Context: an optimization exercise on an open-source flow, tuned for small area and a short achievable clock period. The choices shown serve that exercise and are no tape-out recipe.

Setup of run A:
==> flow/design.v <==
package trace_pkg;
  localparam int CLS_W   = 5;
  localparam int NUM_CLS = 17;
  localparam int STAMP_W = 16;
  localparam int CNT_W   = 16;
  localparam int REC_W   = 16 + 32 + 5 + 32;
endpackage
module trace_fifo (
  input  logic        clk,
  input  logic        rst,
  input  logic        clr,
  input  logic        push,
  input  logic        ready,
  input  logic [84:0] wdata,
  output logic        valid,
  output logic [84:0] rdata,
  output logic [4:0]  level,
  output logic        overflow,
  output logic [15:0] drop_cnt
);
  logic [84:0] head_q;
  logic [84:0] buf_q [15];
  logic [84:0] head_d;
  logic [3:0]  bw_q, br_q;
  logic [4:0]  lvl_q;
  logic        ovf_q;
  logic [15:0] drop_q;
  logic        full, pop, acc, drop;
  logic        lvl0, lvl1;
  logic        head_in, head_buf, buf_wr;
  assign valid    = |lvl_q;
  assign full     = lvl_q[4];
  assign lvl0     = ~valid;
  assign lvl1     = (lvl_q == 5'd1);
  assign pop      = valid & ready & ~clr;
  assign acc      = push & ~clr & (~full | ready);
  assign drop     = push & ~clr & full & ~ready;
  assign level    = lvl_q;
  assign overflow = ovf_q;
  assign drop_cnt = drop_q;
  assign rdata    = head_q;
  assign head_in  = acc & (lvl0 | (lvl1 & pop));
  assign head_buf = pop & ~lvl0 & ~lvl1;
  assign buf_wr   = acc & ~head_in;
  always_ff @(posedge clk or negedge rst) begin
    if (!rst) begin
      bw_q   <= '0;
      br_q   <= '0;
      lvl_q  <= '0;
      ovf_q  <= 1'b0;
      drop_q <= '0;
    end else if (clr) begin
      bw_q   <= '0;
      br_q   <= '0;
      lvl_q  <= '0;
      ovf_q  <= 1'b0;
      drop_q <= '0;
    end else begin
      if (buf_wr)   bw_q <= (bw_q == 4'd14) ? 4'd0 : bw_q + 4'd1;
      if (head_buf) br_q <= (br_q == 4'd14) ? 4'd0 : br_q + 4'd1;
      if (acc & ~pop) lvl_q <= lvl_q + 5'd1;
      else if (pop & ~acc) lvl_q <= lvl_q - 5'd1;
      if (drop) begin
        ovf_q <= 1'b1;
        if (drop_q != 16'hffff) drop_q <= drop_q + 16'd1;
      end
    end
  end
  for (genvar k = 0; k < 15; k++) begin : g_ent
    always_ff @(posedge clk) begin
      if (buf_wr && bw_q == 4'(k)) buf_q[k] <= wdata;
    end
  end
  always_comb begin
    head_d = wdata & {85{head_in}};
    for (int k = 0; k < 15; k++)
      head_d = head_d | (buf_q[k] & {85{head_buf && br_q == 4'(k)}});
  end
  always_ff @(posedge clk) begin
    if (head_in | head_buf) head_q <= head_d;
  end
endmodule
import trace_pkg::*;
module instr_trace_unit #(
  parameter int PC_W     = 32,
  parameter int DATA_W   = 32,
  parameter int DEPTH    = 16,
  parameter int STAMP_W  = 16,
  parameter int CNT_W    = 16,
  parameter int OVR_MODE = 0
) (
  input  logic                   clk,
  input  logic                   rst,
  input  logic                   en,
  input  logic                   clr,
  input  logic                   ret_valid,
  input  logic [PC_W-1:0]        ret_pc,
  input  logic [5:0]             ret_opcode,
  input  logic [5:0]             ret_funct,
  input  logic [DATA_W-1:0]      ret_wd,
  output logic                   tr_valid,
  input  logic                   tr_ready,
  output logic [PC_W-1:0]        tr_pc,
  output logic [4:0]             tr_class,
  output logic [DATA_W-1:0]      tr_wd,
  output logic [STAMP_W-1:0]     tr_stamp,
  output logic [$clog2(DEPTH):0] level,
  output logic                   overflow,
  output logic [CNT_W-1:0]       drop_cnt,
  input  logic [4:0]             cnt_sel,
  output logic [CNT_W-1:0]       cnt_val
);
  logic [15:0] stamp_q;
  logic        live_q;
  logic        push;
  logic [16:0] dec;
  logic [4:0]  cls;
  logic [84:0] rec_out;
  always_ff @(posedge clk or negedge rst) begin
    if (!rst) stamp_q <= '0;
    else      stamp_q <= stamp_q + 16'd1;
  end
  always_ff @(posedge clk or negedge rst) begin
    if (!rst) live_q <= 1'b0;
    else      live_q <= 1'b1;
  end
  assign push = en & ret_valid;
  logic rt;
  assign rt      = (ret_opcode == 6'd0);
  assign dec[0]  = rt & (ret_funct == 6'd32);
  assign dec[1]  = rt & (ret_funct == 6'd34);
  assign dec[2]  = rt & (ret_funct == 6'd36);
  assign dec[3]  = rt & (ret_funct == 6'd37);
  assign dec[4]  = rt & (ret_funct == 6'd2);
  assign dec[5]  = rt & (ret_funct == 6'd42);
  assign dec[6]  = rt & (ret_funct == 6'd8);
  assign dec[7]  = rt & (ret_funct == 6'd0);
  assign dec[8]  = rt & (ret_funct == 6'd27);
  assign dec[9]  = rt & (ret_funct == 6'd16);
  assign dec[10] = rt & (ret_funct == 6'd18);
  assign dec[11] = (ret_opcode == 6'd35);
  assign dec[12] = (ret_opcode == 6'd43);
  assign dec[13] = (ret_opcode == 6'd13);
  assign dec[14] = (ret_opcode == 6'd4);
  assign dec[15] = (ret_opcode == 6'd2);
  assign dec[16] = ~|dec[15:0];
  always_comb begin
    cls = 5'd16;
    for (int k = 0; k < 16; k++)
      if (dec[k]) cls = 5'(k);
  end
  logic [15:0] cnt_q [17];
  logic [15:0] cur, nxt;
  logic        wr;
  always_comb begin
    cur = '0;
    for (int k = 0; k < 17; k++)
      cur = cur | (cnt_q[k] & {16{dec[k] & live_q}});
  end
  assign nxt = (cur + 16'd1) | {16{&cur}};
  assign wr  = push & ~clr;
  for (genvar k = 0; k < 17; k++) begin : g_cnt
    always_ff @(posedge clk) begin
      if ((wr & dec[k]) | clr | ~live_q)
        cnt_q[k] <= nxt & {16{wr & dec[k]}};
    end
  end
  always_comb begin
    cnt_val = '0;
    for (int k = 0; k < 17; k++)
      cnt_val = cnt_val | (cnt_q[k] & {16{(cnt_sel == 5'(k)) & live_q}});
  end
  trace_fifo u_fifo (
    .clk      (clk),
    .rst      (rst),
    .clr      (clr),
    .push     (push),
    .ready    (tr_ready),
    .wdata    ({stamp_q, ret_pc, cls, ret_wd}),
    .valid    (tr_valid),
    .rdata    (rec_out),
    .level    (level),
    .overflow (overflow),
    .drop_cnt (drop_cnt)
  );
  assign {tr_stamp, tr_pc, tr_class, tr_wd} = rec_out;
endmodule
Settings: LEC_CHECK=0, ABC_CLOCK_PERIOD_IN_PS=3000, CAP_MARGIN=20, CORE_MARGIN=2, CORE_UTILIZATION=55, PLACE_DENSITY=0.7, SETUP_SLACK_MARGIN=2.3, SLEW_MARGIN=20; clock period 5.5 ns.
run.sh (not shown) runs the stock make flow with config.mk's settings and CLKGATE_MAP_FILE= SYNTH_SCRIPT=/design/flow/synth_recipe.tcl, a recipe that flattens the netlist after the stock synthesis.
Input-level comparison between run B and run A:
# run A
export LEC_CHECK = 0
export ABC_CLOCK_PERIOD_IN_PS = 3000
export CAP_MARGIN = 20
export CORE_MARGIN = 2
export CORE_UTILIZATION = 55
export PLACE_DENSITY = 0.7
export SETUP_SLACK_MARGIN = 2.3
export SLEW_MARGIN = 20
create_clock -name core_clock -period 5.5 [get_ports {clk}]
# run B
export LEC_CHECK = 0
export ABC_CLOCK_PERIOD_IN_PS = 3000
export CAP_MARGIN = 20
export CORE_MARGIN = 2
export CORE_UTILIZATION = 55
export PLACE_DENSITY = 0.7
export SETUP_SLACK_MARGIN = 2.1
export SLEW_MARGIN = 20
export TNS_END_PERCENT = 5
create_clock -name core_clock -period 5.5 [get_ports {clk}]
## What came out
Against run A, run B comes in 46 lower on buffer count from post-CTS setup fixing. | area share of xor/xnor cells in the synthesized design | run A vs run B | ≈ equal |. Changes observed in run B relative to run A: synthesized area level; share of synthesized cell area in full adder, half adder and majority cells did not really move; sequential portion of the cell area went up by 1.7 points; multi-input combinational area share fell 0.42 points. Of the two values seen for endpoint of the most critical setup path, cnt_q[13][15]$_DFFE_PP_ was produced by run A and cnt_val[9] by run B. Re global-route usage: run B and run A aren't equal, and the higher value belongs to run A. Going from run A to run B, the setup slack after layout was found to have gone down by 0.042 ns. Sequential cell area in the final layout: run A vs run B, no meaningful difference. Fmax | run B vs run A | run B slower.
No run of this note included a check of the RTL's function; only the layout flow was run.

* * *

JK:
instr_trace_unit, a different RTL version from the one above (not shown whole).
Size in the first run: about 4,700 cells after synthesis, roughly 1,700 flip-flops.
clock: 5.5 ns
lec_check: 0
cap_margin: 20
core_margin: 2
core_utilization: 55
cts_buf_list: sky130_fd_sc_hd__clkbuf_16
cts_cluster_diameter: 80
cts_cluster_size: 30
place_density: 0.7
setup_slack_margin: 2.1
slew_margin: 20
synth_hierarchical: 1
tns_end_percent: 5
#### Input delta (MS over JK)
Settings: CTS_CLUSTER_DIAMETER changed from 80 to 60; CTS_CLUSTER_SIZE changed from 30 to 20; CTS_BUF_LIST changed from sky130_fd_sc_hd__clkbuf_16 to sky130_fd_sc_hd__clkbuf_8.
Findings:
In the tables for MS and JK, count of cells resized by post-cts repair reads higher with JK.
JK has lower largest vdd supply drop than MS.
Compared MS vs JK, and core utilization is down in MS.
MS vs. JK: total length of routed wires stayed essentially flat; final cell count without fillers rose by 65.
Function was not checked in any run of this note: the RTL went through the layout flow alone.

==> port drivers added, routing unchanged <==
The results above use ideal ports. As a check the final layouts listed here were re-extracted and re-timed, cells and wires unchanged.
Step 1, drivers: a clkbuf_16 drives clk and a buf_2 each remaining input, both assumed.
Step 2 also shifts input and output timing later by t, the mid clock arrival at the registers, as if the neighbouring blocks saw the same clock.
a / b / c = ideal ports / drivers / drivers and shift; a / b = the first two.
run | t, ns | slack for setup (ns) | hold slack, ns | worst setup path after step 2 | worst slew at a driven data input, ns
run A | 0.844 | 1.429 / 1.368 / 0.628 | 0.443 / 0.394 / 0.541 | input to register | 0.17
run B | 0.864 | 1.387 / 1.307 / 0.633 | 0.430 / 0.374 / 0.536 | input to register | 0.19
JK | 0.792 | 1.545 / 1.501 / 0.926 | 0.503 / 0.494 / 0.503 | input to register | 0.16
MS | 0.944 | 1.428 / 1.385 / 0.781 | 0.401 / 0.346 / 0.508 | input to register | 0.17
After both steps setup and hold are still met in every run listed. For run A, which loses most, drivers alone change the setup slack by -0.061 ns; drivers and shift together by -0.801 ns.
